Background: an optimization exercise with open tools, aiming at small area, a short achievable clock period and few clock cycles per item. Do not read the settings as production practice. In this exercise RTL edits were held to simulation tests only and were not proved equivalent to the original. No activity file was given, so power comes from the tool's default toggle rates.

### flow/run.sh
#!/bin/bash
# Standard ORFS layout (the standard.sh, standard synthesis), with two changes
# read from flow/extra.mk: plain buf_2 port buffers instead of delay buffers, and a
# larger setup slack margin so that repair_timing works below the 11 ns clock.
# The make output goes to std_flow.log; each ORFS step logs under orfs/logs.
set -euo pipefail
cfg=${FLOW_CONFIG:-config.mk}
cat flow/extra.mk >> "$cfg"
bash standard.sh finish > std_flow.log 2>&1
### flow/extra.mk
export BUFFER_PORTS_ARGS = -buffer_cell sky130_fd_sc_hd__buf_2
export SETUP_SLACK_MARGIN = 7.7
### standard.sh
#!/bin/bash
# synth_recipe.tcl (not shown) runs the flow's synth.tcl, then flattens the netlist and writes it again
# the make line also repeats each setting of config.mk as NAME=value (left out here)
make -C /OpenROAD-flow-scripts/flow DESIGN_CONFIG=/design/flow/config.mk WORK_HOME=/design/flow/orfs CLKGATE_MAP_FILE= SYNTH_SCRIPT=/design/flow/synth_recipe.tcl "${@:-finish}"
### config.mk
export PLATFORM = sky130hd
export DESIGN_NAME = framed_target_stepper_sequencer
export DESIGN_NICKNAME = framed_target_stepper_sequencer
export VERILOG_FILES = /design/flow/design.v
export SDC_FILE = /design/flow/constraint.sdc
export NUM_CORES = 4
export LEC_CHECK = 0
export CAP_MARGIN = 20
export CORE_MARGIN = 2
export CORE_UTILIZATION = 40
export CTS_CLUSTER_DIAMETER = 90
export CTS_CLUSTER_SIZE = 28
export SLEW_MARGIN = 20
export BUFFER_PORTS_ARGS = -buffer_cell sky130_fd_sc_hd__buf_2
export SETUP_SLACK_MARGIN = 7.7
### constraint.sdc
create_clock -name core_clock -period 11.0 [get_ports {aclk}]
set_input_delay 2.2000 -clock core_clock [delete_from_list [all_inputs] [get_ports {aclk}]]
set_output_delay 2.2000 -clock core_clock [all_outputs]
set_load 0.01 [all_outputs]
### design.v
package ftss_pkg;
    localparam logic [2:0] PH_IDLE   = 3'd0;
    localparam logic [2:0] PH_Y_OUT  = 3'd1;
    localparam logic [2:0] PH_X_OUT  = 3'd2;
    localparam logic [2:0] PH_PAUSE1 = 3'd3;
    localparam logic [2:0] PH_Y_BACK = 3'd4;
    localparam logic [2:0] PH_X_BACK = 3'd5;
    localparam logic [2:0] PH_PAUSE2 = 3'd6;
    localparam logic [7:0] FRAME_HEADER  = 8'hA5;
    localparam logic [7:0] FRAME_TRAILER = 8'h5B;
    localparam logic [7:0]  RST_ORIGIN_X      = 8'd15;
    localparam logic [7:0]  RST_ORIGIN_Y      = 8'd60;
    localparam logic [21:0] RST_SCALE_X       = 22'd860052;
    localparam logic [21:0] RST_SCALE_Y       = 22'd1147739;
    localparam logic [11:0] RST_STEP_LIMIT    = 12'd2000;
    localparam logic [15:0] RST_HALF_PERIOD_X = 16'd1000;
    localparam logic [15:0] RST_HALF_PERIOD_Y = 16'd650;
    localparam logic [17:0] RST_PAUSE_TICKS   = 18'd200000;
endpackage
module ftss_ks_add #(
    parameter int W = 8
) (
    input  logic [W-1:0] a,
    input  logic [W-1:0] b,
    input  logic         cin,
    output logic [W-1:0] sum,
    output logic         cout
);
    localparam int L = (W + 1 > 16) ? 5 : (W + 1 > 8) ? 4 : (W + 1 > 4) ? 3 : 2;
    logic [W:0] g [0:L];
    logic [W:0] p [0:L];
    logic [W-1:0] hp;
    assign hp = a ^ b;
    assign g[0] = {a & b, cin};
    assign p[0] = {hp, 1'b0};
    for (genvar k = 0; k < L; k++) begin : g_lvl
        for (genvar i = 0; i <= W; i++) begin : g_bit
            if (i >= (1 << k)) begin : g_op
                assign g[k+1][i] = g[k][i] | (p[k][i] & g[k][i - (1 << k)]);
                assign p[k+1][i] = p[k][i] & p[k][i - (1 << k)];
            end else begin : g_pass
                assign g[k+1][i] = g[k][i];
                assign p[k+1][i] = p[k][i];
            end
        end
    end
    assign sum  = hp ^ g[L][W-1:0];
    assign cout = g[L][W];
endmodule
module ftss_bk_add #(
    parameter int W = 8
) (
    input  logic [W-1:0] a,
    input  logic [W-1:0] b,
    input  logic         cin,
    output logic [W-1:0] sum,
    output logic         cout
);
    localparam int N = W + 1;
    localparam int L = (N > 16) ? 5 : (N > 8) ? 4 : (N > 4) ? 3 : 2;
    logic [W-1:0] hp;
    logic [N-1:0] g, p;
    assign hp = a ^ b;
    always_comb begin
        g = {a & b, cin};
        p = {hp, 1'b0};
        for (int d = 0; d < L; d++) begin
            for (int i = (2 << d) - 1; i < N; i += (2 << d)) begin
                g[i] = g[i] | (p[i] & g[i - (1 << d)]);
                p[i] = p[i] & p[i - (1 << d)];
            end
        end
        for (int d = L - 2; d >= 0; d--) begin
            for (int i = 3 * (1 << d) - 1; i < N; i += (2 << d)) begin
                g[i] = g[i] | (p[i] & g[i - (1 << d)]);
                p[i] = p[i] & p[i - (1 << d)];
            end
        end
    end
    assign sum  = hp ^ g[W-1:0];
    assign cout = g[W];
endmodule
module ftss_sk_add #(
    parameter int W = 8
) (
    input  logic [W-1:0] a,
    input  logic [W-1:0] b,
    input  logic         cin,
    output logic [W-1:0] sum,
    output logic         cout
);
    localparam int N = W + 1;
    localparam int L = (N > 16) ? 5 : (N > 8) ? 4 : (N > 4) ? 3 : 2;
    logic [W-1:0] hp;
    logic [N-1:0] g, p;
    assign hp = a ^ b;
    always_comb begin
        g = {a & b, cin};
        p = {hp, 1'b0};
        for (int k = 0; k < L; k++) begin
            for (int i = 0; i < N; i++) begin
                if (((i >> k) & 1) == 1) begin
                    g[i] = g[i] | (p[i] & g[((i >> k) << k) - 1]);
                    p[i] = p[i] & p[((i >> k) << k) - 1];
                end
            end
        end
    end
    assign sum  = hp ^ g[W-1:0];
    assign cout = g[W];
endmodule
module framed_target_stepper_sequencer #(
    parameter int STEP_WIDTH = 12
) (
    input  logic        aclk,
    input  logic        aresetn,
    input  logic        s_tvalid,
    output logic        s_tready,
    input  logic [7:0]  s_tdata,
    input  logic        s_tuser,
    output logic        m_tvalid,
    input  logic        m_tready,
    output logic [7:0]  m_tdata,
    input  logic        cfg_valid,
    output logic        cfg_ready,
    input  logic [2:0]  cfg_index,
    input  logic [21:0] cfg_wdata
);
    logic rst_q;
    always_ff @(posedge aclk) rst_q <= !aresetn;
    logic [7:0]  ox, oy;
    logic [21:0] sx, sy;
    logic [11:0] lim;
    logic [15:0] hx, hy;
    logic [17:0] pt;
    assign cfg_ready = 1'b1;
    logic [21:0] wd_lo, wd_hi;
    logic [7:0]  cfg_we;
    assign wd_lo = cfg_wdata & ~{22{rst_q}};
    assign wd_hi = cfg_wdata | {22{rst_q}};
    function automatic logic [21:0] wd_rst(logic [21:0] rv, logic [21:0] lo, logic [21:0] hi);
        wd_rst = (rv & hi) | (~rv & lo);
    endfunction
    logic [21:0] d_ox, d_oy, d_sx, d_sy, d_lim, d_hx, d_hy, d_pt;
    assign d_ox  = wd_rst(22'(ftss_pkg::RST_ORIGIN_X), wd_lo, wd_hi);
    assign d_oy  = wd_rst(22'(ftss_pkg::RST_ORIGIN_Y), wd_lo, wd_hi);
    assign d_sx  = wd_rst(ftss_pkg::RST_SCALE_X, wd_lo, wd_hi);
    assign d_sy  = wd_rst(ftss_pkg::RST_SCALE_Y, wd_lo, wd_hi);
    assign d_lim = wd_rst(22'(ftss_pkg::RST_STEP_LIMIT), wd_lo, wd_hi);
    assign d_hx  = wd_rst(22'(ftss_pkg::RST_HALF_PERIOD_X), wd_lo, wd_hi);
    assign d_hy  = wd_rst(22'(ftss_pkg::RST_HALF_PERIOD_Y), wd_lo, wd_hi);
    assign d_pt  = wd_rst(22'(ftss_pkg::RST_PAUSE_TICKS), wd_lo, wd_hi);
    always_comb begin
        for (int k = 0; k < 8; k++) cfg_we[k] = rst_q || (cfg_valid && cfg_index == 3'(k));
    end
    always_ff @(posedge aclk) begin
        if (cfg_we[0]) ox  <= d_ox[7:0];
        if (cfg_we[1]) oy  <= d_oy[7:0];
        if (cfg_we[2]) sx  <= d_sx;
        if (cfg_we[3]) sy  <= d_sy;
        if (cfg_we[4]) lim <= d_lim[11:0];
        if (cfg_we[5]) hx  <= d_hx[15:0];
        if (cfg_we[6]) hy  <= d_hy[15:0];
        if (cfg_we[7]) pt  <= d_pt[17:0];
    end
    logic       rdy, in_v, in_u;
    logic [7:0] in_d;
    logic       in_fire, consume;
    assign s_tready = rdy;
    assign in_fire  = s_tvalid && rdy;
    always_ff @(posedge aclk) begin
        if (in_fire) begin
            in_u <= s_tuser;
            in_d <= s_tdata;
        end
    end
    localparam int YO = 0, XO = 1, P1 = 2, YB = 3, XB = 4, P2 = 5;
    logic [1:0]  cnt;           
    logic        hdr;           
    logic [7:0]  tx, ty;        
    logic [2:0]  typ;           
    logic        bk;            
    logic [5:0]  ph;            
    logic [11:0] ny, nx;        
    logic [11:0] sl;            
    logic [17:0] c1;            
    logic        pulse;
    logic [1:0]  dir;           
    logic        mul_busy;
    logic [3:0]  mcnt;
    logic        seenx, seeny;
    function automatic logic [7:0] enter(logic [5:0] s, logic y_nz, logic x_nz,
                                         logic p_nz, logic [1:0] dir_in);
        logic [5:0] f, r;
        logic       act, fy, fx;
        f   = {p_nz, x_nz, y_nz, p_nz, x_nz, y_nz};
        act = 1'b0;
        fy  = 1'b0;
        fx  = 1'b0;
        for (int j = 0; j < 6; j++) begin
            act = act | s[j];
            if (j == YB) fy = act;
            if (j == XB) fx = act;
            r[j] = act & f[j];
            act  = act & !f[j];
        end
        enter = {r, dir_in[1] ^ fy, dir_in[0] ^ fx};
    endfunction
    logic        is_idle, is_y, is_x, is_p;
    logic [17:0] thr;
    logic        hit;
    logic [7:0]  ent;
    logic [5:0]  e_ph;
    logic        e_y, e_step;
    assign ph      = {typ & {3{bk}}, typ & {3{!bk}}};
    assign is_idle = !(|typ);
    assign is_y    = typ[0];
    assign is_x    = typ[1];
    assign is_p    = typ[2];
    assign thr     = ({18{is_p}} & pt) | ({18{is_y}} & {2'b00, hy}) | ({18{is_x}} & {2'b00, hx});
    logic cmp_now, eq_inc, hit_q, hit_n;
    ftss_bk_add #(.W(18)) u_cmp (.a(c1), .b(~thr), .cin(1'b1), .sum(), .cout(cmp_now));
    logic [17:0] r_in;
    logic [17:0] eq_bit;
    assign r_in = c1 ^ thr;
    assign eq_bit[0] = r_in[0];
    for (genvar i = 1; i < 18; i++) begin : g_eq
        if (i == 1) begin : g_one
            assign eq_bit[i] = (r_in[1] == c1[0]);
        end else begin : g_rest
            assign eq_bit[i] = (r_in[i] == (c1[i-1] & r_in[i-1]));
        end
    end
    assign eq_inc = &eq_bit;
    logic le1_p, le1_y, le1_x;
    assign le1_p = !(|pt[17:1]);
    assign le1_y = !(|hy[15:1]);
    assign le1_x = !(|hx[15:1]);
    assign hit = hit_q;
    logic [17:0] c1_inc;
    ftss_bk_add #(.W(18)) u_inc (.a(c1), .b(18'd0), .cin(1'b1), .sum(c1_inc), .cout());
    logic [11:0] sl_dec;
    ftss_bk_add #(.W(12)) u_dec (.a(sl), .b(12'hfff), .cin(1'b0), .sum(sl_dec), .cout());
    assign ent    = enter(mul_busy ? 6'b000001 : {ph[4:0], 1'b0}, |ny, |nx, |pt, dir);
    assign e_ph   = ent[7:2];
    assign e_y    = e_ph[YO] | e_ph[YB];
    assign e_step = e_y | e_ph[XO] | e_ph[XB];
    logic [7:0] dx, dy;
    logic       bx, by;
    ftss_bk_add #(.W(8)) u_dx (.a(tx), .b(~ox), .cin(1'b1), .sum(dx), .cout(bx));
    ftss_bk_add #(.W(8)) u_dy (.a(ty), .b(~oy), .cin(1'b1), .sum(dy), .cout(by));
    logic        bitx, bity;
    logic [21:0] accx, accy, sumx, sumy;
    logic        cox, coy;
    assign accx = {nx, c1[9:0]};
    assign accy = {ny, sl[9:0]};
    logic        bxq, byq, bxq_n, byq_n;
    assign bitx = bxq;
    assign bity = byq;
    ftss_sk_add #(.W(22)) u_mx (.a(accx), .b({22{bitx}} & sx), .cin(1'b0), .sum(sumx), .cout(cox));
    ftss_sk_add #(.W(22)) u_my (.a(accy), .b({22{bity}} & sy), .cin(1'b0), .sum(sumy), .cout(coy));
    logic [13:0] px, py;
    logic        gx, gy;
    assign px = accx[21:8];
    assign py = accy[21:8];
    ftss_bk_add #(.W(14)) u_lx (.a({2'b00, lim}), .b(~px), .cin(1'b1), .sum(), .cout(gx));
    ftss_bk_add #(.W(14)) u_ly (.a({2'b00, lim}), .b(~py), .cin(1'b1), .sum(), .cout(gy));
    logic       out_v, skid_v;
    logic [5:0] out_r, skid_r;
    logic       out_fire;
    assign out_fire = out_v && m_tready;
    assign m_tvalid = out_v;
    assign m_tdata  = {2'b00, out_r};
    logic        proc, push, fe, do_enter;
    logic        c1_one, c1_inc_sel;
    logic [1:0]  cnt_n;
    logic        hdr_n;
    logic [7:0]  tx_n, ty_n;
    logic [5:0]  ph_n;
    logic [2:0]  typ_n;
    logic        bk_n;
    logic [11:0] ny_n, nx_n, sl_n;
    logic [17:0] c1_n;
    logic        pulse_n;
    logic [1:0]  dir_n;
    logic        mul_busy_n;
    logic [3:0]  mcnt_n;
    logic        seenx_n, seeny_n;
    logic [5:0]  res;
    logic proc_q, mit_q, mmin_q, mend_q;
    assign proc = proc_q;
    always_comb begin
        cnt_n      = cnt;
        hdr_n      = hdr;
        tx_n       = tx;
        ty_n       = ty;
        ph_n       = ph;
        ny_n       = ny;
        nx_n       = nx;
        sl_n       = sl;
        c1_n       = c1;
        pulse_n    = pulse;
        dir_n      = dir;
        mul_busy_n = mul_busy;
        mcnt_n     = mcnt;
        seenx_n    = seenx;
        seeny_n    = seeny;
        bxq_n      = tx[1] ^ (dir[0] & (seenx | tx[0]));
        byq_n      = ty[1] ^ (!dir[1] & (seeny | ty[0]));
        push       = 1'b0;
        fe         = 1'b0;
        do_enter   = 1'b0;
        consume    = 1'b0;
        c1_one     = 1'b0;
        c1_inc_sel = 1'b0;
        if (mit_q) begin
            {nx_n, c1_n[9:0]} = {cox, sumx[21:1]};
            {ny_n, sl_n[9:0]} = {coy, sumy[21:1]};
            seenx_n = seenx | tx[0];
            seeny_n = seeny | ty[0];
            tx_n    = {1'b0, tx[7:1]};
            ty_n    = {1'b0, ty[7:1]};
            mcnt_n  = mcnt + 4'd1;
        end
        if (mmin_q) begin
            nx_n   = gx ? px[11:0] : lim;
            ny_n   = gy ? py[11:0] : lim;
            mcnt_n = mcnt + 4'd1;
        end
        if (mend_q) begin
            do_enter   = 1'b1;
            c1_n       = 18'd1;
            c1_one     = 1'b1;
            push       = 1'b1;
            mul_busy_n = 1'b0;
        end
        if (proc) begin
            consume = 1'b1;
            if (in_u) begin
                push = 1'b1;
                if (!is_idle) begin
                    if (!hit) begin
                        c1_n       = c1_inc;
                        c1_inc_sel = 1'b1;
                    end else begin
                        c1_n   = 18'd1;
                        c1_one = 1'b1;
                        if (is_p) begin
                            do_enter = 1'b1;
                        end else if (pulse) begin
                            pulse_n = 1'b0;
                            sl_n    = sl_dec;
                            if (sl == 12'd1) do_enter = 1'b1;
                        end else begin
                            pulse_n = 1'b1;
                        end
                    end
                end
            end else if (!is_idle) begin
                push  = 1'b1;
                cnt_n = 2'd0;
            end else if (cnt != 2'd3) begin
                push  = 1'b1;
                cnt_n = cnt + 2'd1;
                if (cnt == 2'd0) hdr_n = (in_d == ftss_pkg::FRAME_HEADER);
                if (cnt == 2'd1) tx_n  = in_d;
                if (cnt == 2'd2) ty_n  = in_d;
            end else begin
                cnt_n = 2'd0;
                if (hdr && in_d == ftss_pkg::FRAME_TRAILER) begin
                    mul_busy_n = 1'b1;
                    mcnt_n     = 4'd0;
                    dir_n      = {by, !bx};
                    tx_n       = dx;
                    ty_n       = dy;
                    nx_n       = '0;
                    ny_n       = '0;
                    c1_n[9:0]  = '0;
                    sl_n[9:0]  = '0;
                    seenx_n    = 1'b0;
                    seeny_n    = 1'b0;
                    bxq_n      = dx[0];
                    byq_n      = dy[0];
                end else begin
                    push = 1'b1;
                    fe   = 1'b1;
                end
            end
        end
        if (do_enter) begin
            ph_n    = e_ph;
            dir_n   = ent[1:0];
            pulse_n = e_step;
            sl_n    = e_y ? ny : nx;
        end
        typ_n = {ph_n[P1] | ph_n[P2], ph_n[XO] | ph_n[XB], ph_n[YO] | ph_n[YB]};
        bk_n  = ph_n[YB] | ph_n[XB] | ph_n[P2];
        if (c1_one)
            hit_n = (typ_n[2] & le1_p) | (typ_n[0] & le1_y) | (typ_n[1] & le1_x);
        else if (c1_inc_sel)
            hit_n = cmp_now | eq_inc;
        else
            hit_n = cmp_now;
        res[0] = pulse_n && typ_n[1];
        res[1] = dir_n[0];
        res[2] = pulse_n && typ_n[0];
        res[3] = dir_n[1];
        res[4] = |typ_n;
        res[5] = fe;
    end
    always_ff @(posedge aclk) begin
        tx    <= tx_n;
        ty    <= ty_n;
        ny    <= ny_n;
        nx    <= nx_n;
        sl    <= sl_n;
        c1    <= c1_n;
        pulse <= pulse_n;
        hdr   <= hdr_n;
        mcnt  <= mcnt_n;
        seenx <= seenx_n;
        seeny <= seeny_n;
        hit_q <= hit_n;
        bxq   <= bxq_n;
        byq   <= byq_n;
        if (rst_q) begin
            cnt      <= 2'd0;
            typ      <= 3'd0;
            bk       <= 1'b0;
            dir      <= 2'b00;
            mul_busy <= 1'b0;
        end else begin
            cnt      <= cnt_n;
            typ      <= typ_n;
            bk       <= bk_n;
            dir      <= dir_n;
            mul_busy <= mul_busy_n;
        end
    end
    logic in_v_n, skid_v_n, out_v_n;
    assign in_v_n = !rst_q && (in_fire || (in_v && !consume));
    always_ff @(posedge aclk) begin
        if (rst_q) begin
            proc_q <= 1'b0;
            mit_q  <= 1'b0;
            mmin_q <= 1'b0;
            mend_q <= 1'b0;
        end else begin
            proc_q <= in_v_n && !skid_v_n && !mul_busy_n;
            mit_q  <= mul_busy_n && !mcnt_n[3];
            mmin_q <= mul_busy_n && (mcnt_n == 4'd8);
            mend_q <= mul_busy_n && (mcnt_n == 4'd9) && !skid_v_n;
        end
    end
    always_ff @(posedge aclk) begin
        in_v <= in_v_n;
        rdy  <= aresetn && (!in_v_n || (!skid_v_n && !mul_busy_n));
    end
    always_comb begin
        out_v_n  = out_v;
        skid_v_n = skid_v;
        if (skid_v) begin
            if (out_fire) begin
                out_v_n  = 1'b1;
                skid_v_n = 1'b0;
            end
        end else if (!out_v || out_fire) begin
            out_v_n = push;
        end else if (push) begin
            skid_v_n = 1'b1;
        end
        if (!aresetn || rst_q) begin
            out_v_n  = 1'b0;
            skid_v_n = 1'b0;
        end
    end
    always_ff @(posedge aclk) begin
        out_v  <= out_v_n;
        skid_v <= skid_v_n;
        if (skid_v) begin
            if (out_fire) out_r <= skid_r;
        end else if (!out_v || out_fire) begin
            if (push) out_r <= res;
        end else if (push) begin
            skid_r <= res;
        end
    end
endmodule
==> notes.md, run 1 <==
status no timing/DRC/antenna violations; Post-Synth Simple-Gate Area 15.3%; Critical Path, Cell by Cell buf_2; Final setup viols 0; Clock Skews 23.4 ps; worst-case clock buffer depth 3; FF-to-FF path depth 11; CTS Root Cell clkbuf_16; Iteration-0 DRC Markers 1130; via/cell ratio 5.80; commonest non-fill, non-tap cells in the layout edfxtp_1 (146), nor2_1 (133), ha_1 (129); Synth Area in Compound Gates between 15 and 20%; Synth Area in XOR/XNOR 3.48%; Startpoint Class flop; worst hold path type reg -> reg; setup TNS 0 ps; FF-to-FF Start bxq; Max-Cap Viols 0; R2R Path End nx[4]; mux cell area share after synthesis 3.64%; Cell Rows 70; Adder-Cell Fraction of Synth Area 13.6%; fmax roughly 300 MHz; synthesis-stage register bit count 242; number of enable flip-flop cells after synthesis 146; CP Capture Type output pin; Crit path max-delay family flip-flops; Slew Limit Fails 0; ys flop type edfxtp_1; final hold slack 482 ps; yosys warns 6; Max-slew headroom 24.8%; # clock sinks 242; 1st-pass router iterations 8; net count reported at finish 1635; Min-Delay Startpoint seeny; initial antenna violation count 2; Fin. Hold Viols 0; Setup WS post-layout 7730 ps; largest family of logic cells by synthesized area compound AO/OA/AOI/OAI gates; Crit-path slowest cell edfxtp_1; Non-Filler Instances a little under 2000; synthesized area 14600 µm²; H-tree Lvls 1; top cell type's share of synthesized area 30.0%; min Tclk post-route 3270 ps; cell count after synthesis 1437; Clock transition at path regs 110 ps; DIE AREA 38100 µm²; Pleak ~0.0063 µW; drt drc 0; WHS Path Cells 2; post-synth cell types 90; Total GRT Usage between 20 and 25%; CTS tree built; total grt overflow 0; Hold EP seeny; area leader, netlist edfxtp_1; PwrDens roughly 130 nW/µm²; placed cells 1898; VDD IR-drop max 0.0938 mV; CP max FO 1; crit share post-route between 20 and 30%; DRT Wirelength 41500 µm; largest net degree at the start of global routing 55; post-placement setup slack 7270 ps; Crit. path cell count 1; sequential-to-total area share from yosys stat 43.1%; antenna fix cells 0; WP buf/inv 1; share of layout cells above drive strength 1 10.3%; Post-synth ARST share 0%; die height 195 µm; RePlAce Congestion 0.899; ANT nets after route 0; via count 11200; r2r setup slk approximately 7800 ps; Port-buffer cells 46; worst path required time a little under 9000 ps; Slew @ Worst Pin between 1000 and 1500 ps; total power between 1500 and 2000 µW; Core Box Area 36300 µm²; CP arrival 1070 ps; Area contributors post-synth edfxtp_1 (30%), dfxtp_1 (13%), ha_1 (11%); synthesized area per cell ~10 µm²; vias in the first global route 10800; RSZ-0062 raised after global routing true; Area growth syn-to-layout 8.11%; # IOs 50; Die Span X 195 µm; CTS buffer count 15; Setup CP Type reg -> out; global-route wire length before repair 63200 µm; hpwl dp about 31000 µm; largest stage delay on the critical path 400 ps; Clock Latency Late Sink 520 ps; Routed wire per std cell 21.6 µm; most common cell after layout, fill and taps aside edfxtp_1; initial core utilization 40.3%
state kept, by name, summed over array words and instances, names as in the netlist, 8 cells and up:
name / flops
sy: 22
tx: 8
pt: 18
ox: 8
nx: 12
oy: 8
sl: 12
c1: 18
hx: 16
ty: 8
sx: 22
hy: 16
ny: 12
in_d: 8
lim: 12
metal layers:
metal  GRT usage [%]  wire length (µm)  vias to the layer above
met5               0                 0                        -
met2            35.4             19100                      358
li1                -                 -                     5279
met1            29.5             18800                     5446
met4            6.98              1370                        0
met3            2.90              2330                       68
worst max path at each step:
stage / endpoint / startpoint
2_1_floorplan: sy[0] / cfg_index[2]
3_3_place_gp: sy[18] / cfg_index[2]
3_5_place_dp: sy[19] / cfg_index[2]
4_1_cts: nx[4] / bxq
5_1_grt: nx[4] / sx[3]
6_report: m_tdata[3] / out_r[3]
cells in the mapped netlist, types with 12 or more instances:
library cell,n
edfxtp_1,146
nor2_1,133
ha_1,129
dfxtp_1,96
inv_1,93
a21oi_1,87
nand2_1,66
o21ai_0,62
clkbuf_1,45
and2_1,44
mux2i_1,43
a211oi_1,35
xnor2_1,31
nor2b_1,28
xor2_1,27
nand3_1,22
nor4_1,22
or2_2,22
fa_1,19
a21o_1,18
nor3_1,17
a222oi_1,16
a22oi_1,16
nand2b_1,16
nand4_1,16
a31oi_1,12
cell families (layout without fill, tap and decap cells):
logic type	after synthesis	after routing
and+or+nand+nor	431	431
AOI/OAI and AO/OA	347	347
DFF	242	242
buffers and inverters	157	175
adders and majority gates	148	148
xor gates and xnor gates	58	58
muxes	52	52
other	2	3
metrics by stage:
stage	cell area, µm²	utilization [%]
global placement	15200	42.1
detailed placement	15300	42.1
CTS	15800	43.5
finish	15800	43.6
global route	15800	43.6
floorplan	14600	-
layout make-up:
class / instances / area, µm²
fill: 3536 / 20500
multi-input combinational: 1039 / 7730
sequential: 242 / 6320
tap: 468 / 586
clock buffer: 17 / 383
inverter: 93 / 349
timing repair buffer: 57 / 313
clock inverter: 8 / 125
repair_timing:
action                     4_1_cts  5_1_grt
setup buffers                    0        1
setup endpoints to repair       16       20
hold buffers                     0        0
gates cloned                     0        0
resized for setup                5        7
power breakdown:
part           total, µW  switching, µW  internal, µW  leakage [µW]
clock network        652            356           295      0.000242
logic                282            160           122       0.00383
registers           1060           45.9          1010       0.00221
Testbench counts, summed over its fixed seeds: cycles 160,236, items 160,000.
==> inputs of run 2 (changes only) <==
--- a/config.mk
+++ b/config.mk
@@ -10,6 +10,7 @@
 export CORE_UTILIZATION = 40
 export CTS_CLUSTER_DIAMETER = 90
 export CTS_CLUSTER_SIZE = 28
+export PLACE_DENSITY = 0.72
 export SLEW_MARGIN = 20
 export BUFFER_PORTS_ARGS = -buffer_cell sky130_fd_sc_hd__buf_2
 export SETUP_SLACK_MARGIN = 7.7
==> run 2 against run 1 <==
Core utilization decreased by 0.35 points. Synthesized cell count stayed put. Still clean. Register-to-register slack improved by 80 ps. Sequential power barely moved. Critical path type unchanged. Synthesized area did not move. Critical endpoint is now m_tdata[1].
==> notes.md, run 2 <==
H-tree Lvls 1 (unchanged); top cell type's share of synthesized area 30.0% (unchanged); Slew Limit Fails 0 (unchanged); Min-Delay Startpoint seenx; fillers 3427 (-3.1%); Pleak 0.00622 µW (-1.1%); share of layout cells above drive strength 1 10.1% (-0.18 points); R2R Path End nx[4]; number of enable flip-flop cells after synthesis 146 (unchanged); combinational power share 15.1% (+1.0 points); RSZ-0062 raised after global routing false; Crit-path slowest cell edfxtp_1; status no timing/DRC/antenna violations; PwrDens 119 nW/µm² (-5.3%); CP max FO 1 (unchanged); Slew @ Worst Pin 1080 ps (-50.7 ps); Routed wire per std cell 20.0 µm (-7.4%); commonest non-fill, non-tap cells in the layout edfxtp_1 (146), nor2_1 (133), ha_1 (129); Die Span X 195 µm (unchanged); Iteration-0 DRC Markers 1057 (-6.5%); FF-to-FF Start bxq; most frequent cells after synthesis edfxtp_1 (146), nor2_1 (133), ha_1 (129); # IOs 50 (unchanged); Total GRT Usage 20.0% (-1.5 points); drt drc 0 (unchanged); min Tclk post-route 3240 ps (-34.7 ps); biggest regs sx (22), sy (22); cell count after synthesis 1437 (unchanged); FF-to-FF path depth 11 (unchanged); hpwl dp 29100 µm (-7.0%); via/cell ratio 5.79 (-0.16%); Clock power frac 28.4% (-4.3 points); largest net degree at the start of global routing 67 (+22%); RePlAce Congestion 0.919 (+2.1%); DRT Wirelength 38400 µm (-7.6%); CTS buffer count 13 (-2); WP buf/inv 1 (unchanged); initial antenna violation count 1 (-1); # clock sinks 242 (unchanged); Non-Filler Instances 1921 (-0.16%); ys flop type edfxtp_1; initial core utilization 40.3% (unchanged); Critical Path, Cell by Cell buf_2; CTS tree built; Clock Latency Late Sink 520 ps (about the same); area occupied by multi-input gates 7720 µm² (about the same); post-placement setup slack 7200 ps (-69.9 ps); r2r setup slk 7880 ps (+80 ps); fmax 309 MHz (+1.1%); Crit path max-delay family flip-flops; Hold EP seenx; Cell Rows 70 (unchanged); DIE AREA 38100 µm² (unchanged); Switching Power 509 µW (-9.4%); Clock transition at path regs 100 ps (about the same); global-route wire length before repair 60100 µm (-5.0%); most common cell after layout, fill and taps aside edfxtp_1; die height 195 µm (unchanged); synthesis-stage register bit count 242 (unchanged); Area contributors post-synth edfxtp_1 (30%), dfxtp_1 (13%), ha_1 (11%); Post-synth ARST share 0% (unchanged); placed cells 1895 (-0.16%); net count reported at finish 1632 (-0.18%); switch share 27.2% (-1.0 points); WHS Path Cells 2 (unchanged); yosys warns 6 (unchanged); Max-slew headroom 27.9% (+3.1 points); most instantiated library cell after synthesis edfxtp_1; final hold slack 487 ps (+4.48 ps); Final setup viols 0 (unchanged); Area growth syn-to-layout 7.26%; setup TNS 0 ps (unchanged); post-synth cell types 90 (unchanged); 1st-pass router iterations 7 (-1); Clock Skews 39.2 ps (+15.8 ps); CP arrival 1040 ps (-30 ps); Setup CP Type reg -> out; ANT nets after route 0 (unchanged); CP Capture Type output pin; area leader, netlist edfxtp_1; CTS Root Cell clkbuf_16; Max-Cap Viols 0 (unchanged); FF/Latch Area 6320 µm² (unchanged); vias in the first global route 10800 (+0.18%); Startpoint Class flop; Fin. Hold Viols 0 (unchanged); Cell Int Power 1360 µW (-4.7%); sequential share of power 56.5% (+3.4 points); worst path required time 8800 ps (about the same); synthesized area 14600 µm² (unchanged); worst-case clock buffer depth 3 (unchanged); total grt overflow 0 (unchanged); Setup WS post-layout 7760 ps (+34.7 ps); Core Box Area 36300 µm² (unchanged); VDD IR-drop max 0.107 mV (+14%); sequential-to-total area share from yosys stat 43.1% (unchanged); largest stage delay on the critical path 400 ps (about the same); crit share post-route 29.4% (-0.32 points); Port-buffer cells 46 (unchanged); via count 11100 (-0.31%); synthesized area per cell 10.2 µm² (unchanged); worst hold path type reg -> reg
-- run 2: changes by cell type in the layout (fill, tap and decap cells not counted), moves of 2 or more --
cell	change
inv_6	+3
inv_8	-2
clkbuf_16	-2
inv_12	-3
clkinv_2	+2
-- run 2: worst register-to-register path: stages (launching register included) --
cell and delay (ps):
dfxtp_4 400, and2_1 180, ha_1 300, a41o_1 260, a211oi_2 270, nor4_1 130
or2_2 350, a311oi_2 290, fa_1 460, mux2i_1 140, nor2_1 60, a211oi_1 200
-- run 2: stage by stage --
step                util, %  total power, µW  cell area (µm²)
global route           43.2             1950            15700
global placement       42.0             1340            15200
finish                 43.2             1870            15700
detailed placement     42.0             1350            15200
CTS                    43.1             1870            15600
floorplan                 -             1270            14600
-- run 2: area by class of cell --
| type | instances | area share (%) |
|---|---|---|
| Timing Repair Buffer | 56 | 1.95 |
| Tap cell | 468 | 3.73 |
| Sequential cell | 242 | 40.3 |
| Antenna cell | 1 | 0.0160 |
| Inverter | 93 | 2.23 |
| Clock buffer | 14 | 2.10 |
| Clock inverter | 8 | 0.391 |
| Multi-Input combinational cell | 1039 | 49.3 |
-- run 2: cells by family (layout without fill, tap and decap cells) --
| group | after synthesis | in the layout | share of synthesized area (%) |
|---|---|---|---|
| simple gates | 431 | 431 | 15.3 |
| compound gates | 347 | 347 | 16.5 |
| flops | 242 | 242 | 43.1 |
| buf+inv | 157 | 171 | 4.25 |
| fa+ha+maj | 148 | 148 | 13.6 |
| xor+xnor | 58 | 58 | 3.48 |
| mux | 52 | 52 | 3.64 |
| other cells | 2 | 4 | 0.0514 |
-- run 2: power groups by stage --
stage / Clock (µW) / Sequential [µW] / Combinational, µW
3_3_place_gp: 0 / 1080 / 266
4_1_cts: 536 / 1060 / 277
6_report: 530 / 1060 / 283
3_5_place_dp: 0 / 1080 / 275
5_1_grt: 566 / 1060 / 318
2_1_floorplan: 0 / 1050 / 213
-- run 2: how the worst max path moves through the flow --
stage	startpoint	endpoint	slack, ps	cells past startpoint
after floorplan	cfg_index[2]	sy[0]	7750	2
after global placement	cfg_index[2]	sy[18]	7230	3
after detailed placement	cfg_index[2]	sy[20]	7200	3
after CTS	out_v	m_tvalid	7710	1
after global routing	ty[0]	out_r[3]	7710	14
final	out_r[1]	m_tdata[1]	7760	1
-- run 2: metal layers --
metal  GRT usage (%)  up-vias  wire length, µm
met5               0        -                0
met4            7.27        0             1230
met3            2.18       74             2870
met2            32.6      422            17700
met1            27.6     5351            16600
li1                -     5269                -
-- run 2: repair_timing --
item | CTS | global route
buffers inserted | 0 | 3
endpoints found under the setup margin | 15 | 14
resized for setup | 5 | 7
pin swaps | 0 | 2
hold endpoints to repair | 0 | 0
hold buffers | 0 | 0
==> inputs of run 3 (changes only) <==
--- a/config.mk
+++ b/config.mk
@@ -7,7 +7,7 @@
 export LEC_CHECK = 0
 export CAP_MARGIN = 20
 export CORE_MARGIN = 2
-export CORE_UTILIZATION = 40
+export CORE_UTILIZATION = 60
 export CTS_CLUSTER_DIAMETER = 90
 export CTS_CLUSTER_SIZE = 28
 export PLACE_DENSITY = 0.72
==> run 3 against run 2 <==
Hold slack worse by 4.6 ps. Fmax fell by 0.14%. Power grew 4.8%. Non-clock buffer count grew 4. Via count grew 1.3%. Register-to-register slack got worse by 50 ps. Highest routed layer unchanged.
==> notes.md, run 3 <==
fmax 309 MHz (-0.14%); # clock sinks 242 (unchanged); Area growth syn-to-layout 7.05%; area occupied by multi-input gates 7750 µm² (+0.39%); VDD IR-drop max 0.185 mV (+72%); ys flop type edfxtp_1; DRT Wirelength 39300 µm (+2.5%); synthesis-stage register bit count 242 (unchanged); Slew Limit Fails 0 (unchanged); net count reported at finish 1638 (+0.37%); CTS Root Cell clkbuf_16; sequential-to-total area share from yosys stat 43.1% (unchanged); share of layout cells above drive strength 1 10.8% (+0.64 points); CTS buffer count 14 (+1); WHS Path Cells 2 (unchanged); die height 160 µm (-18%); Area contributors post-synth edfxtp_1 (30%), dfxtp_1 (13%), ha_1 (11%); status no timing/DRC/antenna violations; most instantiated library cell after synthesis edfxtp_1; number of enable flip-flop cells after synthesis 146 (unchanged); Port-buffer cells 46 (unchanged); fillers 1996 (-42%); cell count after synthesis 1437 (unchanged); min Tclk post-route 3240 ps (+4.55 ps); 1st-pass router iterations 6 (-1); CP Capture Type output pin; biggest regs sx (22), sy (22); FF-to-FF path depth 11 (unchanged); top cell type's share of synthesized area 30.0% (unchanged); DIE AREA 25600 µm² (-33%); setup TNS 0 ps (unchanged); synthesized area 14600 µm² (unchanged); Core Box Area 24100 µm² (-34%); CTS tree built; Iteration-0 DRC Markers 1086 (+2.7%); Crit. path cell count 1 (unchanged); initial core utilization 60.6% (+20 points); hpwl dp 29200 µm (+0.54%); via count 11300 (+1.3%); worst path required time 8800 ps (about the same); Crit-path slowest cell edfxtp_1; RSZ-0062 raised after global routing false; drt drc 0 (unchanged); Total GRT Usage 30.3% (+10 points); initial antenna violation count 1 (unchanged); largest net degree at the start of global routing 61 (-9.0%); Max-slew headroom 31.7% (+3.8 points); Routed wire per std cell 22.1 µm (+10%); Clock transition at path regs 100 ps (about the same); ANT nets after route 0 (unchanged); FF/Latch Area 6320 µm² (about the same); Clock Latency Late Sink 510 ps (about the same); CP max FO 1 (unchanged); antenna fix cells 0 (-1); Clock Skews 20.0 ps (-19.2 ps); Post-DP Area 15100 µm² (-1.2%); post-synth cell types 90 (unchanged); H-tree Lvls 1 (unchanged); Crit path max-delay family flip-flops; synthesized area per cell 10.2 µm² (unchanged); Startpoint Class flop; via/cell ratio 6.31 (+9.1%); global-route wire length before repair 60700 µm (+1.0%); commonest non-fill, non-tap cells in the layout edfxtp_1 (146), nor2_1 (131), ha_1 (129); Die Span X 160 µm (-18%); vias in the first global route 10700 (-0.40%); Critical Path, Cell by Cell buf_2; Post-synth ARST share 0% (unchanged); Fin. Hold Viols 0 (unchanged); worst hold path type reg -> reg; WP buf/inv 1 (unchanged); most common cell after layout, fill and taps aside edfxtp_1; worst-case clock buffer depth 3 (unchanged); Cell Rows 57 (-19%); # IOs 50 (unchanged); total grt overflow 0 (unchanged); yosys warns 6 (unchanged); Final setup viols 0 (unchanged); Final Cell Area 15600 µm² (-0.19%); final hold slack 482 ps (-4.64 ps); CP arrival 1040 ps (about the same); largest stage delay on the critical path 390 ps (about the same); RePlAce Congestion 0.961 (+4.6%); area leader, netlist edfxtp_1; Max-Cap Viols 0 (unchanged); Pleak 0.00630 µW (+1.2%); crit share post-route 29.5% (+0.041 points); most frequent cells after synthesis edfxtp_1 (146), nor2_1 (133), ha_1 (129); Setup CP Type reg -> out; Slew @ Worst Pin 1020 ps (-57.4 ps); PwrDens 125 nW/µm² (+5.0%)
[run 3: cell types whose count changed in the layout (fill, tap and decap cells not counted), moves of 2 or more]
cell and change:
buf_4 +5, nor2_2 +2, nor2_1 -2, inv_6 -2, inv_12 +2, clkinv_2 -2, clkbuf_16 +2
[run 3: cells by family after synthesis]
| family | count (synthesis) | share of synthesized area, % |
|---|---|---|
| simple gates | 431 | 15.3 |
| compound gates | 347 | 16.5 |
| flops | 242 | 43.1 |
| buf+inv | 157 | 4.25 |
| fa+ha+maj | 148 | 13.6 |
| xor+xnor | 58 | 3.48 |
| mux | 52 | 3.64 |
| other cells | 2 | 0.0514 |
[run 3: layout make-up]
type                    count  area share, %
clock buffers              16           2.42
clock inverters             8          0.672
inverters                  93           2.23
multi-input cells        1040           49.6
flip-flops and latches    242           40.4
well taps                 324           2.59
repair buffers             60           2.14
[run 3: repair_timing]
action	in CTS	in global routing
hold buffers	0	0
setup buffers	0	7
gates cloned	0	1
setup endpoints to repair	6	14
resized for setup	4	10
pin swaps	0	3
[run 3: power by group]
part | internal [µW] | switching, µW | leakage, µW | total (µW)
clock | 287 | 328 | 0.000232 | 615
sequential | 1010 | 44.2 | 0.00221 | 1060
combinational | 125 | 165 | 0.00385 | 290
[run 3: metrics by stage]
step / utilization (%) / total power [µW] / instances / worst slack [ps]
5_1_grt: 64.9 / 2040 / 1783 / 7720
3_5_place_dp: 62.4 / 1350 / 1751 / 7250
3_3_place_gp: 62.4 / 1350 / 1751 / 7290
2_1_floorplan: - / 1270 / 1438 / 7750
6_report: 64.9 / 1960 / 1783 / 7760
4_1_cts: 64.5 / 1960 / 1775 / 7710
[run 3: routing by layer]
metal / track usage, % / part of all wire (%)
met5: 0 / 0
met4: 11.3 / 3.9
met3: 3.43 / 6.7
met2: 48.9 / 46
met1: 42.5 / 43
[run 3: worst min-delay path, stage by stage, from the launching register on]
cell and delay [ps]:
dfxtp_1 340, a21oi_1 40, nor2_1 70
[run 3: final timing paths]
path | from | end | slack, ps
worst max-delay path | out_r[3] | m_tdata[3] | 7760
worst min-delay path | seenx | seenx | 480
worst max register to register | sx[6] | nx[4] | 7830
worst min register to register | seenx | seenx | 480
==> inputs of run 4 (changes only) <==
==> flow/extra.mk (replaced) <==
export BUFFER_PORTS_ARGS = -buffer_cell sky130_fd_sc_hd__buf_2
export SETUP_SLACK_MARGIN = 7.55
--- a/config.mk
+++ b/config.mk
@@ -7,10 +7,10 @@
 export LEC_CHECK = 0
 export CAP_MARGIN = 20
 export CORE_MARGIN = 2
-export CORE_UTILIZATION = 60
+export CORE_UTILIZATION = 40
 export CTS_CLUSTER_DIAMETER = 90
 export CTS_CLUSTER_SIZE = 28
 export PLACE_DENSITY = 0.72
 export SLEW_MARGIN = 20
 export BUFFER_PORTS_ARGS = -buffer_cell sky130_fd_sc_hd__buf_2
-export SETUP_SLACK_MARGIN = 7.7
+export SETUP_SLACK_MARGIN = 7.55
==> run 4 against run 3 <==
Sequential power about the same. Non-clock buffer count down 6. Still clean. Combinational power down 3%. Critical endpoint is now m_tvalid. Largest cell class unchanged. Synthesized area unchanged. Largest power group unchanged.
==> notes.md, run 4 <==
Total GRT Usage 20.2% (-10 points); worst hold path type reg -> reg; Clock Latency Late Sink 520 ps (about the same); DIE AREA 38100 µm² (+49%); Startpoint Class flop; area leader, netlist edfxtp_1; setup TNS 0 ps (unchanged); placed cells 1896 (+8.3%); Core Box Area 36300 µm² (+50%); Post-Synth Simple-Gate Area 15.3% (unchanged); share of layout cells above drive strength 1 9.78% (-0.98 points); synthesized area per cell 10.2 µm² (unchanged); Area growth syn-to-layout 7.73%; CP max FO 6 (+5); Slew Limit Fails 0 (unchanged); vias in the first global route 10800 (+0.61%); global-route wire length before repair 60900 µm (+0.33%); most common cell after layout, fill and taps aside edfxtp_1; Adder-Cell Fraction of Synth Area 13.6% (unchanged); Clock Skews 32.8 ps (+12.7 ps); Max-Cap Viols 0 (unchanged); CTS tree built; PwrDens 123 nW/µm² (-1.9%); synthesis-stage register bit count 242 (unchanged); most frequent cells after synthesis edfxtp_1 (146), nor2_1 (133), ha_1 (129); Final setup viols 0 (unchanged); number of enable flip-flop cells after synthesis 146 (unchanged); total power 1940 µW (-1.2%); post-placement setup slack 7230 ps (-16.8 ps); fillers 3425 (+72%); worst-case clock buffer depth 3 (unchanged); crit share post-route 30.0% (+0.55 points); 1st-pass router iterations 6 (unchanged); initial antenna violation count 1 (unchanged); sequential-to-total area share from yosys stat 43.1% (unchanged); largest net degree at the start of global routing 61 (unchanged); ANT nets after route 0 (unchanged); Routed wire per std cell 20.2 µm (-8.6%); Slew @ Worst Pin 1070 ps (+50.3 ps); # IOs 50 (unchanged); via/cell ratio 5.84 (-7.5%); via count 11200 (-0.44%); Cell Rows 70 (+23%); WP buf/inv 1 (unchanged); antenna fix cells 0 (unchanged); Non-Filler Instances 1920 (+7.7%); CP Capture Type output pin; largest family of logic cells by synthesized area compound AO/OA/AOI/OAI gates; net count reported at finish 1631 (-0.43%); worst path required time 8800 ps (about the same); Hold-fix buffers, CTS 0 (unchanged); Setup CP Type reg -> out; Synth Area in XOR/XNOR 3.48% (unchanged); top cell type's share of synthesized area 30.0% (unchanged); cell count after synthesis 1437 (unchanged); Synth Area in Compound Gates 16.5% (unchanged); post-synth cell types 90 (unchanged); initial core utilization 40.3% (-20 points); mux cell area share after synthesis 3.64% (unchanged); Post-synth ARST share 0% (unchanged); synthesized area 14600 µm² (unchanged); CTS Root Cell clkbuf_16; Crit path max-delay family flip-flops; Port-buffer cells 46 (unchanged); RSZ-0062 raised after global routing false; CP arrival 1100 ps (+60 ps); Die Span X 195 µm (+22%); most instantiated library cell after synthesis edfxtp_1; commonest non-fill, non-tap cells in the layout edfxtp_1 (146), nor2_1 (133), ha_1 (129); drt drc 0 (unchanged); Area contributors post-synth edfxtp_1 (30%), dfxtp_1 (13%), ha_1 (11%); ys flop type edfxtp_1; H-tree Lvls 1 (unchanged); Pleak 0.00626 µW (-0.59%); VDD IR-drop max 0.148 mV (-20%); fmax 303 MHz (-1.8%); die height 195 µm (+22%); status no timing/DRC/antenna violations; total grt overflow 0 (unchanged); CTS buffer count 14 (unchanged); r2r setup slk 7730 ps (-100 ps); Critical Path, Cell by Cell buf_2; yosys warns 6 (unchanged); Max-slew headroom 28.4% (-3.4 points); RePlAce Congestion 0.915 (-4.7%); biggest regs sx (22), sy (22); # clock sinks 242 (unchanged); DRT Wirelength 38700 µm (-1.6%); hpwl dp 29200 µm (-0.19%); min Tclk post-route 3300 ps (+60.6 ps); Iteration-0 DRC Markers 1128 (+3.9%); Setup WS post-layout 7700 ps (-60.6 ps); largest stage delay on the critical path 430 ps (+40 ps); Clock transition at path regs 110 ps (about the same); final core occ 43.4% (-21 points); Fin. Hold Viols 0 (unchanged); Crit-path slowest cell dfxtp_1
[run 4: cell counts after synthesis]
Identical to the previous run, type by type.
[run 4: repair_timing]
item,in CTS,in global routing
setup endpoints to repair,7,5
gates resized for setup,3,5
hold endpoints to repair,0,0
setup buffers,0,0
[run 4: cells by family (layout without fill, tap and decap cells)]
group / Yosys count / after routing
other: 2 / 3
AO/OA/AOI/OAI: 347 / 347
flip-flops: 242 / 242
buffers and inverters: 157 / 171
multiplexers: 52 / 52
XOR/XNOR: 58 / 58
AND/OR/NAND/NOR: 431 / 431
adder cells (fa/ha/maj): 148 / 148
[run 4: layout make-up]
type                    instances  area, µm²  share of cell area, %
clock buffers                  18        387                   2.46
clock inverters                 6       91.3                  0.580
inverters                      93        349                   2.22
multi-input cells            1039       7730                   49.1
flip-flops and latches        242       6320                   40.1
well taps                     468        586                   3.72
repair buffers                 54        290                   1.84
[run 4: per-stage QoR]
step	hold WS, ps	instance area, µm²
3_3_place_gp	451	15200
5_1_grt	512	15700
6_report	487	15700
4_1_cts	485	15700
3_5_place_dp	457	15200
2_1_floorplan	431	14600
[run 4: layer usage]
metal  GRT usage (%)  up-vias  share of wire [%]
met5               0        -                  0
met4            8.06        0                3.7
met3            2.25       81                7.9
met2            32.3      481                 45
met1            28.1     5368                 43
li1                -     5278                  -
[run 4: worst paths after layout]
path	start	end	cells after the start
min	seeny	seeny	2
max	out_v	m_tvalid	1
max reg2reg	typ[1]	out_r[2]	8
min reg2reg	seeny	seeny	2
[run 4: worst min-delay path: stages, from the launching register on]
cell     delay, ps
dfxtp_1        350
a21oi_1         40
nor2_1          70
[run 4: power by group]
| group | total, µW | leakage, µW | internal (µW) | switching, µW |
|---|---|---|---|---|
| logic | 282 | 0.00382 | 122 | 159 |
| registers | 1060 | 0.00221 | 1010 | 45.2 |
| clock network | 598 | 0.000229 | 268 | 329 |
==> inputs of run 5 (changes only) <==
--- a/design.v
+++ b/design.v
@@ -136,8 +136,8 @@
     assign cfg_ready = 1'b1;
     logic [21:0] wd_lo, wd_hi;
     logic [7:0]  cfg_we;
-    assign wd_lo = cfg_wdata & ~{22{rst_q}};
-    assign wd_hi = cfg_wdata | {22{rst_q}};
+    assign wd_lo = cfg_wdata & {22{aresetn}};
+    assign wd_hi = cfg_wdata | {22{!aresetn}};
     function automatic logic [21:0] wd_rst(logic [21:0] rv, logic [21:0] lo, logic [21:0] hi);
         wd_rst = (rv & hi) | (~rv & lo);
     endfunction
@@ -151,7 +151,7 @@
     assign d_hy  = wd_rst(22'(ftss_pkg::RST_HALF_PERIOD_Y), wd_lo, wd_hi);
     assign d_pt  = wd_rst(22'(ftss_pkg::RST_PAUSE_TICKS), wd_lo, wd_hi);
     always_comb begin
-        for (int k = 0; k < 8; k++) cfg_we[k] = rst_q || (cfg_valid && cfg_index == 3'(k));
+        for (int k = 0; k < 8; k++) cfg_we[k] = !aresetn || (cfg_valid && cfg_index == 3'(k));
     end
     always_ff @(posedge aclk) begin
         if (cfg_we[0]) ox  <= d_ox[7:0];
==> flow/extra.mk (replaced) <==
export BUFFER_PORTS_ARGS = -buffer_cell sky130_fd_sc_hd__buf_2
export SETUP_SLACK_MARGIN = 7.85
--- a/config.mk
+++ b/config.mk
@@ -13,4 +13,4 @@
 export PLACE_DENSITY = 0.72
 export SLEW_MARGIN = 20
 export BUFFER_PORTS_ARGS = -buffer_cell sky130_fd_sc_hd__buf_2
-export SETUP_SLACK_MARGIN = 7.55
+export SETUP_SLACK_MARGIN = 7.85
==> run 5 against run 4 <==
Largest cell class unchanged. Hold slack improved by 10 ps. Clock-buffer cell count decreased by 1. Combinational power increased by 2%.
==> notes.md, run 5 <==
status no timing/DRC/antenna violations; Port-buffer cells 46 (unchanged); RePlAce Congestion 0.970 (+5.9%); Core Box Area 35700 µm² (-1.7%); Iteration-0 DRC Markers 1377 (+22%); most instantiated library cell after synthesis edfxtp_1; Clock Skews 34.2 ps (+1.45 ps); synthesis-stage register bit count 242 (unchanged); most common cell after layout, fill and taps aside edfxtp_1; hpwl dp 29900 µm (+2.5%); min Tclk post-route 3230 ps (-76.1 ps); die height 194 µm (-0.38%); Fin. Hold Viols 0 (unchanged); Area contributors post-synth edfxtp_1 (30%), dfxtp_1 (13%), ha_1 (11%); VDD IR-drop max 0.0872 mV (-41%); Crit path max-delay family flip-flops; number of enable flip-flop cells after synthesis 146 (unchanged); initial core utilization 40.7% (+0.36 points); setup TNS 0 ps (unchanged); Die Span X 194 µm (-0.38%); WP buf/inv 1 (unchanged); global-route wire length before repair 62300 µm (+2.4%); cell count after synthesis 1410 (-1.9%); largest stage delay on the critical path 370 ps (-60 ps); Area growth syn-to-layout 9.61%; ys flop type edfxtp_1; switch share 28.4% (+0.80 points); Clock transition at path regs 110 ps (about the same); CTS tree built; # clock sinks 242 (unchanged); Routed wire per std cell 21.0 µm (+4.3%); Max-slew headroom 28.2% (-0.20 points); CP arrival 1030 ps (-70 ps); DIE AREA 37800 µm² (-0.76%); Cell Rows 69 (-1.4%); share of layout cells above drive strength 1 10.3% (+0.51 points); Post-synth ARST share 0% (unchanged); Setup CP Type reg -> out; Crit-path slowest cell edfxtp_1; total grt overflow 0 (unchanged); Cell Int Power 1410 µW (+0.42%); Total GRT Usage 20.9% (+0.65 points); CTS buffer count 14 (unchanged); commonest non-fill, non-tap cells in the layout edfxtp_1 (146), ha_1 (129), nor2_1 (92); PwrDens 124 nW/µm² (+0.58%); CTS Root Cell clkbuf_16; via/cell ratio 5.93 (+1.5%); RSZ-0062 raised after global routing true; combinational power share 14.6% (about the same); ANT nets after route 0 (unchanged); Critical Path, Cell by Cell buf_2; Slew @ Worst Pin 1070 ps (+3.00 ps); CP max FO 1 (-5); area leader, netlist edfxtp_1; crit share post-route 29.3% (-0.69 points); post-synth cell types 79 (-12%); Switching Power 558 µW (+4.5%); Slew Limit Fails 0 (unchanged); sequential share of power 55.3% (+0.7 points); yosys warns 6 (unchanged); via count 11300 (+0.41%); Pleak 0.00624 µW (-0.32%); Hold-fix buffers, CTS 0 (unchanged); H-tree Lvls 1 (unchanged); Clock Latency Late Sink 520 ps (about the same); worst path required time 8800 ps (about the same); DRT Wirelength 39900 µm (+3.2%); vias in the first global route 11000 (+2.0%); initial antenna violation count 2 (+1); top cell type's share of synthesized area 30.2% (+0.24 points); sequential-to-total area share from yosys stat 43.5% (+0.34 points); worst hold path type reg -> reg; largest net degree at the start of global routing 51 (-16%); Clock power frac 30.1% (-0.8 points); drt drc 0 (unchanged); synthesized area 14500 µm² (-0.78%); # IOs 50 (unchanged); Max-Cap Viols 0 (unchanged); Post-DP Area 15200 µm² (about the same); antenna fix cells 0 (unchanged); worst-case clock buffer depth 3 (unchanged); 1st-pass router iterations 22 (+16); Final setup viols 0 (unchanged); synthesized area per cell 10.3 µm² (+1.1%); biggest regs sx (22), sy (22); CP Capture Type output pin; net count reported at finish 1617 (-0.86%); fmax 310 MHz (+2.4%); most frequent cells after synthesis edfxtp_1 (146), ha_1 (129), dfxtp_1 (96); Final Cell Area 15900 µm² (+0.95%); Startpoint Class flop
## run 5: cell count changes in the layout (fill, tap and decap cells not counted), moves of 8 or more
cell	previous run	this run
a211oi_1	35	27
a21oi_1	87	60
and2_1	43	65
buf_4	8	18
inv_1	93	82
mux2i_1	43	53
nand2b_1	16	34
nor2_1	133	92
nor2b_1	28	10
or2_2	22	5
xor2_1	27	17
## run 5: per-layer routing
layer	share of wire, %	GRT usage, %	vias to the layer above
met3	7.7	2.90	93
met2	46	33.9	462
met1	42	28.0	5452
met4	4.3	8.66	2
li1	-	-	5245
met5	0.033	0	-
## run 5: timing repair
action / CTS / global route
buffers inserted: 2 / 8
resized for setup: 14 / 21
setup endpoints to repair: 31 / 32
gates cloned: 0 / 0
pin swaps: 1 / 5
## run 5: logic make-up (layout without fill, tap and decap cells)
kind of cell | count (synthesis) | count (layout) | synth area share, %
flip-flops | 242 | 242 | 43.5
buffers and inverters | 148 | 175 | 4.10
XOR/XNOR | 55 | 55 | 3.32
other | 2 | 3 | 0.0518
adder cells (fa/ha/maj) | 148 | 148 | 13.8
AO/OA/AOI/OAI | 333 | 333 | 15.5
multiplexers | 65 | 65 | 4.61
AND/OR/NAND/NOR | 417 | 417 | 15.1
## run 5: final cells by class
class | instances | area (µm²)
Multi-Input combinational cell | 1021 | 7800
Sequential cell | 242 | 6330
Tap cell | 461 | 577
Inverter | 83 | 312
Timing Repair Buffer | 68 | 430
Clock buffer | 17 | 362
Clock inverter | 7 | 93.8
Fill cell | 3292 | 19800
## run 5: path summary, 6_finish.rpt
kind                                from         end  cells past startpoint  slack [ps]
worst min register to register     seeny       seeny                      2         500
worst max register to register     sx[1]       c1[6]                     12        7970
worst max-delay path            out_r[2]  m_tdata[2]                      1        7770
worst min-delay path               seeny       seeny                      2         500
## run 5: power by group through the flow
stage	Combinational (µW)	Sequential, µW	Clock [µW]
finish	288	1090	592
global route	327	1090	623
CTS	278	1090	597
detailed placement	275	1110	0
global placement	266	1110	0
floorplan	212	1070	0
## run 5: metrics by stage
| step | setup slack (ps) | util, % | std cells | hold WS (ps) | power (µW) |
|---|---|---|---|---|---|
| 6_report | 7770 | 44.6 | 1899 | 497 | 1970 |
| 5_1_grt | 7740 | 44.6 | 1899 | 502 | 2040 |
| 4_1_cts | 7760 | 44.1 | 1891 | 491 | 1960 |
| 3_5_place_dp | 7320 | 42.7 | 1865 | 466 | 1380 |
| 3_3_place_gp | 7400 | 42.7 | 1865 | 445 | 1370 |
| 2_1_floorplan | 7820 | - | 1411 | 431 | 1280 |
Testbench counts of run 5, summed over its fixed seeds: cycles 160,236, items 160,000.
==> inputs of run 6 (changes only) <==
==> flow/extra.mk (replaced) <==
export BUFFER_PORTS_ARGS = -buffer_cell sky130_fd_sc_hd__buf_2
export SETUP_SLACK_MARGIN = 7.7
--- a/config.mk
+++ b/config.mk
@@ -13,4 +13,4 @@
 export PLACE_DENSITY = 0.72
 export SLEW_MARGIN = 20
 export BUFFER_PORTS_ARGS = -buffer_cell sky130_fd_sc_hd__buf_2
-export SETUP_SLACK_MARGIN = 7.85
+export SETUP_SLACK_MARGIN = 7.7
==> run 6 against run 5 <==
First-iteration DRC count shrank 1.2%. Register-to-register slack lost 120 ps. Routed wire length shrank 2.8%. Hold slack lost 10 ps. Clock power grew 0.8%. Critical path depth is the same. Core utilization shrank 0.38 points. Clock-buffer cell count grew 1. Die area is the same. Largest cell class unchanged. Largest power group unchanged.
==> notes.md, run 6 <==
RePlAce Congestion 0.912 (-5.9%); initial antenna violation count 1 (-1); VDD IR-drop max 0.0891 mV (+2.1%); Clock transition at path regs 110 ps (about the same); Max-Cap Viols 0 (unchanged); Iteration-0 DRC Markers 1361 (-1.2%); FF-to-FF path depth 6 (-6); fillers 3314 (+0.67%); CP max FO 6 (+5); total grt overflow 0 (unchanged); Worst setup startpoint out_v; CP Capture Type output pin; FF-to-FF Start mit_q; yosys warns 6 (unchanged); share of layout cells above drive strength 1 9.27% (-1.0 points); Area growth syn-to-layout 8.67%; M1 WL 17500 µm (+4.8%); worst hold path type reg -> reg; metal2 WL 17500 µm (-5.2%); Crit path max-delay family flip-flops; Setup CP Type reg -> out; Clock Skews 30.9 ps (-3.34 ps); RSZ-0062 raised after global routing true; Min-Delay Startpoint seenx; via count 11100 (-1.1%); # clock sinks 242 (unchanged); drt drc 0 (unchanged); area leader, netlist edfxtp_1; global-route wire length before repair 60600 µm (-2.7%); most common cell after layout, fill and taps aside edfxtp_1; highest metal used met4; Port-buffer cells 46 (unchanged); Max-slew headroom 31.3% (+3.2 points); CP arrival 1020 ps (about the same); worst-case clock buffer depth 3 (unchanged); net count reported at finish 1614 (-0.19%); CTS Root Cell clkbuf_16; Startpoint Class flop; most frequent cells after synthesis edfxtp_1 (146), ha_1 (129), dfxtp_1 (96); Critical Path, Cell by Cell buf_2; Crit-path slowest cell dfxtp_2; Post-synth ARST share 0% (unchanged); fmax 310 MHz (about the same); synthesized area per cell 10.3 µm² (unchanged); DRT Wirelength 38800 µm (-2.8%); initial core utilization 40.7% (unchanged); Die Span X 194 µm (unchanged); ys flop type edfxtp_1; biggest regs sx (22), sy (22); CTS tree built; CTS buffer count 14 (unchanged); PwrDens 125 nW/µm² (+0.75%); ANT nets after route 0 (unchanged); Clock Latency Late Sink 520 ps (about the same); Routed wire per std cell 20.5 µm (-2.7%); cell count after synthesis 1410 (unchanged); WHS Path Cells 2 (unchanged); post-placement setup slack 7060 ps (-265 ps); number of enable flip-flop cells after synthesis 146 (unchanged); Setup WS post-layout 7780 ps (+2.55 ps); # IOs 50 (unchanged); Slew @ Worst Pin 1030 ps (-43.3 ps); sequential-to-total area share from yosys stat 43.5% (unchanged); largest stage delay on the critical path 390 ps (+20 ps); Slew Limit Fails 0 (unchanged); synthesized area 14500 µm² (unchanged); WP buf/inv 1 (unchanged); commonest non-fill, non-tap cells in the layout edfxtp_1 (146), ha_1 (129), nor2_1 (91); most instantiated library cell after synthesis edfxtp_1; crit share post-route 29.3% (about the same); Pleak 0.00619 µW (-0.79%); 1st-pass router iterations 23 (+4.5%); setup TNS 0 ps (unchanged); die height 194 µm (unchanged); Final setup viols 0 (unchanged); top cell type's share of synthesized area 30.2% (unchanged); H-tree Lvls 1 (unchanged); min Tclk post-route 3220 ps (-2.55 ps); final hold slack 486 ps (-10.4 ps); Core Box Area 35700 µm² (unchanged); Crit. path cell count 1 (unchanged); Cell Rows 69 (unchanged); vias in the first global route 10800 (-2.4%); hpwl dp 29100 µm (-2.7%); status no timing/DRC/antenna violations; Fin. Hold Viols 0 (unchanged); worst path required time 8800 ps (about the same); Total GRT Usage 20.1% (-0.71 points); synthesis-stage register bit count 242 (unchanged); post-synth cell types 79 (unchanged); largest net degree at the start of global routing 73 (+43%); DIE AREA 37800 µm² (unchanged); wire length on met3 3010 µm (-1.6%); via/cell ratio 5.86 (-1.1%); Area contributors post-synth edfxtp_1 (30%), dfxtp_1 (13%), ha_1 (11%)
[run 6: cell counts after synthesis]
No cell type changed its count.
[run 6: kinds of logic after synthesis]
kind of cell,after synthesis,share of synthesized area [%]
and+or+nand+nor,417,15.1
buffers and inverters,148,4.10
DFF,242,43.5
muxes,65,4.61
other,2,0.0518
AOI/OAI and AO/OA,333,15.5
adders and majority gates,148,13.8
xor gates and xnor gates,55,3.32
[run 6: path summary, 6_finish.rpt]
| check | slack, ps | to |
|---|---|---|
| setup / recovery | 7780 | m_tvalid |
| setup reg to reg | 7850 | nx[10] |
| hold / removal | 490 | seenx |
| hold reg to reg | 490 | seenx |
[run 6: metal layers]
| metal | vias to the layer above | global-route usage, % |
|---|---|---|
| met2 | 410 | 32.0 |
| met3 | 51 | 3.18 |
| li1 | 5224 | - |
| met5 | - | 0 |
| met1 | 5442 | 28.8 |
| met4 | 0 | 4.73 |
[run 6: through the flow]
| step | power [µW] | utilization (%) | cells | cell area, µm² |
|---|---|---|---|---|
| final | 1960 | 44.2 | 1898 | 15800 |
| after global routing | 2040 | 44.2 | 1896 | 15800 |
| after global placement | 1360 | 42.5 | 1862 | 15100 |
| after detailed placement | 1380 | 42.5 | 1862 | 15100 |
| after CTS | 1960 | 43.8 | 1886 | 15600 |
| after floorplan | 1280 | - | 1411 | 14500 |
[run 6: worst register-to-register path: cells and delay by family, from the launching register on]
kind	cells	cell delay (ps)
and+or+nand+nor	1	720
AOI/OAI and AO/OA	3	490
DFF	1	330
buffers and inverters	2	1560
[run 6: repair_timing]
action | CTS | global route
setup endpoints to repair | 24 | 22
buffers inserted | 0 | 10
pin swaps | 0 | 2
resized for setup | 8 | 11
hold buffers | 0 | 0
[run 6: cell type report]
type / instances / area, µm² / share of cell area (%)
diodes: 2 / 5.00 / 0.0318
clock buffers: 18 / 375 / 2.38
clock inverters: 6 / 96.3 / 0.611
inverters: 83 / 312 / 1.98
multi-input cells: 1021 / 7690 / 48.8
flip-flops and latches: 242 / 6320 / 40.1
well taps: 461 / 577 / 3.66
repair buffers: 65 / 385 / 2.45
[run 6: report_power, final]
group | internal (µW) | switching [µW] | total, µW
combinational | 124 | 156 | 279
sequential | 1030 | 60.4 | 1090
clock | 262 | 335 | 597
total | 1410 | 551 | 1960

separate check: timing with driven ports:
The flow's constraints put no driver on any port. The routed layouts listed below were extracted and timed again, unchanged, in two steps.
Step 1 assumes that a clkbuf_16 drives the clock port and a buf_2 every other input.
Step 2 moves the port delays by t, midway between the first and last clock arrival at a register: inputs arrive t later, outputs are due t later. That takes back most of the time a late clock gives input paths.
a / b / c = ideal / step 1 / step 2; a / b = the first two.
run | shift t [ns] | setup slack, ns | worst hold slack (ns) | worst slew at a driven data input, ns | cell pins on the clock port's net
run 1 | 0.556 | 7.729 / 7.676 / 7.247 | 0.482 / 0.482 / 0.482 | 0.04 | 1
run 2 | 0.547 | 7.763 / 7.711 / 7.446 | 0.487 / 0.487 / 0.487 | 0.04 | 1
run 3 | 0.550 | 7.759 / 7.710 / 7.382 | 0.482 / 0.482 / 0.482 | 0.06 | 1
run 4 | 0.557 | 7.698 / 7.648 / 7.470 | 0.487 / 0.487 / 0.487 | 0.04 | 1
run 5 | 0.552 | 7.774 / 7.726 / 7.406 | 0.497 / 0.497 / 0.497 | 0.07 | 1
run 6 | 0.554 | 7.777 / 7.726 / 7.291 | 0.486 / 0.486 / 0.486 | 0.05 | 1
After both steps setup and hold are still met in every run listed. For run 6, which loses most, drivers alone change the setup slack by -0.051 ns; drivers and shift together by -0.486 ns.
